Context: an optimization exercise on an open-source flow, tuned for small area and a short achievable clock period. The choices shown serve that exercise and are no tape-out recipe. Where RTL was checked, it was by simulation tests only, not by an equivalence proof against the original.

## the reference run
// terminal_line_assembler
module terminal_line_assembler #(
    parameter int LINE_CAPACITY = tla_pkg::LINE_CAPACITY_DEF
) (
    input  wire logic                            clk,
    input  wire logic                            rst_n,
    input  wire logic                            req_valid,
    output      logic                            req_ready,
    input  wire logic [16:0]                     req,
    output      logic                            rsp_valid,
    input  wire logic                            rsp_ready,
    output      logic [18:0]                     rsp,
    input  wire logic                            psel,
    input  wire logic                            penable,
    input  wire logic                            pwrite,
    input  wire logic [tla_pkg::APB_ADDR_W-1:0]  paddr,
    input  wire logic [tla_pkg::APB_DATA_W-1:0]  pwdata,
    output      logic [tla_pkg::APB_DATA_W-1:0]  prdata,
    output      logic                            pready
);
==> module tla_ctrl, before the edit <==
module tla_ctrl (
    input  wire logic                 clk,
    input  wire logic                 rst_n,
    input  wire tla_pkg::cfg_t        cfg,
    input  wire logic                 req_valid,
    output      logic                 req_ready,
    input  wire tla_pkg::req_item_t   req,
    output      logic                 rsp_valid,
    input  wire logic                 rsp_ready,
    output      tla_pkg::rsp_item_t   rsp,
    input  wire logic [5:0]           head_next,
    output      logic                 mem_we,
    output      logic [1:0]           mem_ring,
    output      logic [7:0]           mem_wdata,
    input  wire logic [7:0]           mem_rdata
);
    logic               rdy_reg;
    logic               got_reg;
    logic               wr_hit_reg, rd_hit_reg;
    logic [1:0]         ring_reg;        
    logic               out_reg;
    logic               odel_reg;        
    logic               ostep_reg;       
    logic [4:0]         lbyte_reg;       
    logic [7:0]         pos_reg;
    logic               zero_reg, full_reg;  
    logic               rhold_reg;       
    logic               rsp_valid_reg;   
    logic               rsp_busy_reg;    
    tla_pkg::rsp_item_t rsp_reg;
    logic is_del, is_ctl, is_full, pos_zero, read_top;
    logic del_reg, ctl_reg;              
    logic seeking, del_now, pending, accept;
    logic wr_next, rd_next;
    logic [7:0] addr;
    logic at_port;
    logic emit;
    logic first_res, rsp_load;
    tla_pkg::rsp_item_t first_item, out_item, load_item;
    logic [7:0] pos_acc;
    logic out_acc, odel_acc;
    assign is_del   = (req.data_byte == tla_pkg::BS_CODE) || (req.data_byte == tla_pkg::DEL_CODE);
    assign is_ctl   = (req.data_byte < tla_pkg::SPACE_CODE) && !is_del;
    assign is_full  = full_reg;
    assign pos_zero = zero_reg;
    assign read_top = (req.read_index == 8'd255);
    assign seeking = !(got_reg || rdy_reg || out_reg || wr_hit_reg || rd_hit_reg);
    assign addr      = req.cmd ? req.read_index : pos_reg;
    assign at_port   = (addr[5:0] == head_next);
    assign wr_next = seeking && req_valid && !req.cmd && !is_del && at_port;
    assign rd_next = seeking && req_valid && req.cmd && (!rsp_busy_reg || rsp_ready) &&
                     (read_top || at_port);
    assign del_now = seeking && req_valid && !req.cmd && is_del;
    assign pending = got_reg || wr_hit_reg || rd_hit_reg || del_now;
    assign accept  = rdy_reg && req_valid;
    assign mem_we    = wr_hit_reg;
    assign mem_ring  = ring_reg;
    assign mem_wdata = ctl_reg ? 8'd0 : req.data_byte;
    always_comb
    begin
        first_item = '0;
        first_res  = 1'b0;
        pos_acc    = pos_reg;
        out_acc    = 1'b0;
        odel_acc   = 1'b0;
        if (req.cmd)
        begin
            first_res = 1'b1;
        end
        else if (del_reg)
        begin
            first_item.kind  = tla_pkg::KIND_ECHO;
            first_item.value = tla_pkg::BS_CODE;
            if (!pos_zero)
            begin
                pos_acc   = pos_reg - 8'd1;
                first_res = cfg.echo_enable;
                out_acc   = cfg.echo_enable;
                odel_acc  = 1'b1;
            end
        end
        else if (ctl_reg || is_full)
        begin
            first_res = 1'b1;
            if (cfg.echo_enable)
            begin
                first_item.kind  = tla_pkg::KIND_ECHO;
                first_item.value = tla_pkg::NL_CODE;
                out_acc          = 1'b1;
                pos_acc          = ctl_reg ? pos_reg : 8'd255;
            end
            else
            begin
                first_item.kind        = tla_pkg::KIND_LINE;
                first_item.value       = ctl_reg ? req.data_byte : 8'd0;
                first_item.line_length = ctl_reg ? pos_reg : 8'd255;
                first_item.last        = 1'b1;
                pos_acc                = 8'd0;
            end
        end
        else
        begin
            first_item.kind  = tla_pkg::KIND_ECHO;
            first_item.value = req.data_byte;
            first_item.last  = 1'b1;
            first_res        = cfg.echo_enable && !cfg.echo_hidden;
            pos_acc          = pos_reg + 8'd1;
        end
    end
    always_comb
    begin
        out_item = '0;
        if (odel_reg)
        begin
            out_item.kind  = tla_pkg::KIND_ECHO;
            out_item.value = ostep_reg ? tla_pkg::BS_CODE : tla_pkg::SPACE_CODE;
            out_item.last  = ostep_reg;
        end
        else
        begin
            out_item.kind        = tla_pkg::KIND_LINE;
            out_item.value       = {3'd0, lbyte_reg};
            out_item.line_length = pos_reg;
            out_item.last        = 1'b1;
        end
    end
    assign emit = out_reg && !rsp_busy_reg;
    always_comb
    begin
        if (rd_hit_reg)
        begin
            load_item       = '0;
            load_item.kind  = tla_pkg::KIND_READ;
            load_item.value = read_top ? 8'd0 : mem_rdata;
            load_item.last  = 1'b1;
        end
        else if (out_reg)
            load_item = out_item;
        else
            load_item = first_item;
    end
    assign rsp_load = !rsp_busy_reg && !rhold_reg;
    always_ff @(posedge clk or negedge rst_n)
    begin
        if (!rst_n)
        begin
            rdy_reg       <= 1'b0;
            got_reg       <= 1'b0;
            rhold_reg     <= 1'b0;
            wr_hit_reg    <= 1'b0;
            rd_hit_reg    <= 1'b0;
            out_reg       <= 1'b0;
            pos_reg       <= 8'd0;
            rsp_valid_reg <= 1'b0;
            rsp_busy_reg  <= 1'b0;
        end
        else
        begin
            rdy_reg    <= pending && !rsp_busy_reg;
            got_reg    <= pending && rsp_busy_reg;
            rhold_reg  <= rd_hit_reg || (rhold_reg && !accept);
            wr_hit_reg <= wr_next;
            rd_hit_reg <= rd_next;
            if (accept)
            begin
                out_reg <= out_acc;
                pos_reg <= pos_acc;
            end
            else if (emit && out_item.last)
            begin
                out_reg <= 1'b0;
                if (!odel_reg)
                    pos_reg <= 8'd0;
            end
            rsp_valid_reg <= (accept && first_res) || emit || (rsp_valid_reg && !rsp_ready);
            rsp_busy_reg  <= (accept && first_res) || emit || (rsp_busy_reg && !rsp_ready);
        end
    end
    always_ff @(posedge clk)
    begin
        ring_reg <= addr[7:6];
        if (accept)
        begin
            odel_reg  <= odel_acc;
            ostep_reg <= 1'b0;
            lbyte_reg <= ctl_reg ? req.data_byte[4:0] : 5'd0;
        end
        else if (emit)
            ostep_reg <= 1'b1;
        del_reg  <= is_del;
        ctl_reg  <= is_ctl;
        zero_reg <= (pos_reg == 8'd0);
        full_reg <= (pos_reg == 8'd254);
        rsp_reg <= (load_item & {19{rsp_load}}) | (rsp_reg & {19{!rsp_load}});
    end
    assign req_ready = rdy_reg;
    assign rsp_valid = rsp_valid_reg;
    assign rsp       = rsp_reg;
endmodule
export LEC_CHECK = 0
export CAP_MARGIN = 20
export CORE_MARGIN = 2
export CORE_UTILIZATION = 72
export CTS_BUF_LIST = sky130_fd_sc_hd__clkbuf_16
export CTS_CLUSTER_DIAMETER = 60
export CTS_CLUSTER_SIZE = 30
export PLACE_DENSITY = 0.8
export SETUP_SLACK_MARGIN = 3.0
export SLEW_MARGIN = 20
create_clock -name core_clock -period 5.0 [get_ports {clk}]
run.sh (not shown) runs the stock make flow with config.mk's settings and CLKGATE_MAP_FILE= SYNTH_SCRIPT=/design/flow/synth_recipe.tcl, a recipe that flattens the netlist after the stock synthesis.
## Diff of input files: the trial run against the reference run
==> flow/design.v, changed modules only <==
module tla_ctrl (
    input  wire logic                 clk,
    input  wire logic                 rst_n,
    input  wire tla_pkg::cfg_t        cfg,
    input  wire logic                 req_valid,
    output      logic                 req_ready,
    input  wire tla_pkg::req_item_t   req,
    output      logic                 rsp_valid,
    input  wire logic                 rsp_ready,
    output      tla_pkg::rsp_item_t   rsp,
    input  wire logic [5:0]           head_next,
    output      logic                 mem_we,
    output      logic [1:0]           mem_ring,
    output      logic [7:0]           mem_wdata,
    input  wire logic [7:0]           mem_rdata
);
    logic               rdy_reg;
    logic               got_reg;
    logic               wr_hit_reg, rd_hit_reg;
    logic [1:0]         ring_reg;        
    logic               out_reg;
    logic               odel_reg;        
    logic               ostep_reg;       
    logic [4:0]         lbyte_reg;       
    logic [7:0]         pos_reg;
    logic               zero_reg, full_reg;  
    logic               rhold_reg;       
    logic               rsp_valid_reg;   
    logic               rsp_busy_reg;    
    tla_pkg::rsp_item_t rsp_reg;
    logic is_del, is_ctl, is_full, pos_zero, read_top;
    logic seeking, del_now, pending, accept;
    logic wr_next, rd_next;
    logic [7:0] addr;
    logic at_port;
    logic emit;
    logic first_res, rsp_load;
    tla_pkg::rsp_item_t first_item, out_item, load_item;
    logic [7:0] pos_acc;
    logic out_acc, odel_acc;
    assign is_del   = (req.data_byte == tla_pkg::BS_CODE) || (req.data_byte == tla_pkg::DEL_CODE);
    assign is_ctl   = (req.data_byte < tla_pkg::SPACE_CODE) && !is_del;
    assign is_full  = full_reg;
    assign pos_zero = zero_reg;
    assign read_top = (req.read_index == 8'd255);
    assign seeking = !(got_reg || rdy_reg || out_reg || wr_hit_reg || rd_hit_reg);
    assign addr      = req.cmd ? req.read_index : pos_reg;
    assign at_port   = (addr[5:0] == head_next);
    assign wr_next = seeking && req_valid && !req.cmd && !is_del && at_port;
    assign rd_next = seeking && req_valid && req.cmd && (!rsp_busy_reg || rsp_ready) &&
                     (read_top || at_port);
    assign del_now = seeking && req_valid && !req.cmd && is_del;
    assign pending = got_reg || wr_hit_reg || rd_hit_reg || del_now;
    assign accept  = rdy_reg && req_valid;
    assign mem_we    = wr_hit_reg;
    assign mem_ring  = ring_reg;
    assign mem_wdata = is_ctl ? 8'd0 : req.data_byte;
    always_comb
    begin
        first_item = '0;
        first_res  = 1'b0;
        pos_acc    = pos_reg;
        out_acc    = 1'b0;
        odel_acc   = 1'b0;
        if (req.cmd)
        begin
            first_res = 1'b1;
        end
        else if (is_del)
        begin
            first_item.kind  = tla_pkg::KIND_ECHO;
            first_item.value = tla_pkg::BS_CODE;
            if (!pos_zero)
            begin
                pos_acc   = pos_reg - 8'd1;
                first_res = cfg.echo_enable;
                out_acc   = cfg.echo_enable;
                odel_acc  = 1'b1;
            end
        end
        else if (is_ctl || is_full)
        begin
            first_res = 1'b1;
            if (cfg.echo_enable)
            begin
                first_item.kind  = tla_pkg::KIND_ECHO;
                first_item.value = tla_pkg::NL_CODE;
                out_acc          = 1'b1;
                pos_acc          = is_ctl ? pos_reg : 8'd255;
            end
            else
            begin
                first_item.kind        = tla_pkg::KIND_LINE;
                first_item.value       = is_ctl ? req.data_byte : 8'd0;
                first_item.line_length = is_ctl ? pos_reg : 8'd255;
                first_item.last        = 1'b1;
                pos_acc                = 8'd0;
            end
        end
        else
        begin
            first_item.kind  = tla_pkg::KIND_ECHO;
            first_item.value = req.data_byte;
            first_item.last  = 1'b1;
            first_res        = cfg.echo_enable && !cfg.echo_hidden;
            pos_acc          = pos_reg + 8'd1;
        end
    end
    always_comb
    begin
        out_item = '0;
        if (odel_reg)
        begin
            out_item.kind  = tla_pkg::KIND_ECHO;
            out_item.value = ostep_reg ? tla_pkg::BS_CODE : tla_pkg::SPACE_CODE;
            out_item.last  = ostep_reg;
        end
        else
        begin
            out_item.kind        = tla_pkg::KIND_LINE;
            out_item.value       = {3'd0, lbyte_reg};
            out_item.line_length = pos_reg;
            out_item.last        = 1'b1;
        end
    end
    assign emit = out_reg && !rsp_busy_reg;
    always_comb
    begin
        if (rd_hit_reg)
        begin
            load_item       = '0;
            load_item.kind  = tla_pkg::KIND_READ;
            load_item.value = read_top ? 8'd0 : mem_rdata;
            load_item.last  = 1'b1;
        end
        else if (out_reg)
            load_item = out_item;
        else
            load_item = first_item;
    end
    assign rsp_load = !rsp_busy_reg && !rhold_reg;
    always_ff @(posedge clk or negedge rst_n)
    begin
        if (!rst_n)
        begin
            rdy_reg       <= 1'b0;
            got_reg       <= 1'b0;
            rhold_reg     <= 1'b0;
            wr_hit_reg    <= 1'b0;
            rd_hit_reg    <= 1'b0;
            out_reg       <= 1'b0;
            pos_reg       <= 8'd0;
            rsp_valid_reg <= 1'b0;
            rsp_busy_reg  <= 1'b0;
        end
        else
        begin
            rdy_reg    <= pending && !rsp_busy_reg;
            got_reg    <= pending && rsp_busy_reg;
            rhold_reg  <= rd_hit_reg || (rhold_reg && !accept);
            wr_hit_reg <= wr_next;
            rd_hit_reg <= rd_next;
            if (accept)
            begin
                out_reg <= out_acc;
                pos_reg <= pos_acc;
            end
            else if (emit && out_item.last)
            begin
                out_reg <= 1'b0;
                if (!odel_reg)
                    pos_reg <= 8'd0;
            end
            rsp_valid_reg <= (accept && first_res) || emit || (rsp_valid_reg && !rsp_ready);
            rsp_busy_reg  <= (accept && first_res) || emit || (rsp_busy_reg && !rsp_ready);
        end
    end
    always_ff @(posedge clk)
    begin
        ring_reg <= addr[7:6];
        if (accept)
        begin
            odel_reg  <= odel_acc;
            ostep_reg <= 1'b0;
            lbyte_reg <= is_ctl ? req.data_byte[4:0] : 5'd0;
        end
        else if (emit)
            ostep_reg <= 1'b1;
        zero_reg <= (pos_reg == 8'd0);
        full_reg <= (pos_reg == 8'd254);
        if (rsp_load)
            rsp_reg <= load_item;
    end
    assign req_ready = rdy_reg;
    assign rsp_valid = rsp_valid_reg;
    assign rsp       = rsp_reg;
endmodule
Findings:
The reference run → the trial run: final weighted congestion in routability-driven placement +0.040, clock slew seen by the registers of the worst setup and hold paths ~0 delta, multi-input gate share of the layout cell area +0.44 points, final instance area +310 um^2, layout overhead on the synthesized area +0.71 points. The trial run | status: complete | timing, DRC, antenna: pass. The reference run ended up with simple AND/OR/NAND/NOR gates as its main combinational cell family by area after synthesis; the trial run ended up with compound AO/OA/AOI/OAI gates.
No functional check of the RTL was part of the reference run.

what the ideal ports hide:
Ports are ideal in the flow. The routed layouts listed here were re-timed in OpenROAD.
Step 1 sets driving cells, clkbuf_16 on the clock port and buf_2 on the other inputs (assumed; they add their load-dependent delay and slew).
Step 2 moves the port delays by t, midway between the first and last clock arrival at a register: inputs arrive t later, outputs are due t later. That takes back most of the time a late clock gives input paths.
Slacks: ideal ports / drivers / drivers and shift; pairs: ideal ports / drivers.
run	t (ns)	slack for setup (ns)	worst register clock-pin slew, ns
the reference run	0.714	2.642 / 2.578 / 2.273	0.12 / 0.12
the trial run	0.701	2.757 / 2.694 / 2.129	0.11 / 0.11
After both steps every run listed still meets setup and hold. For the trial run, which loses most, drivers alone change the setup slack by -0.063 ns; drivers and shift together by -0.628 ns.
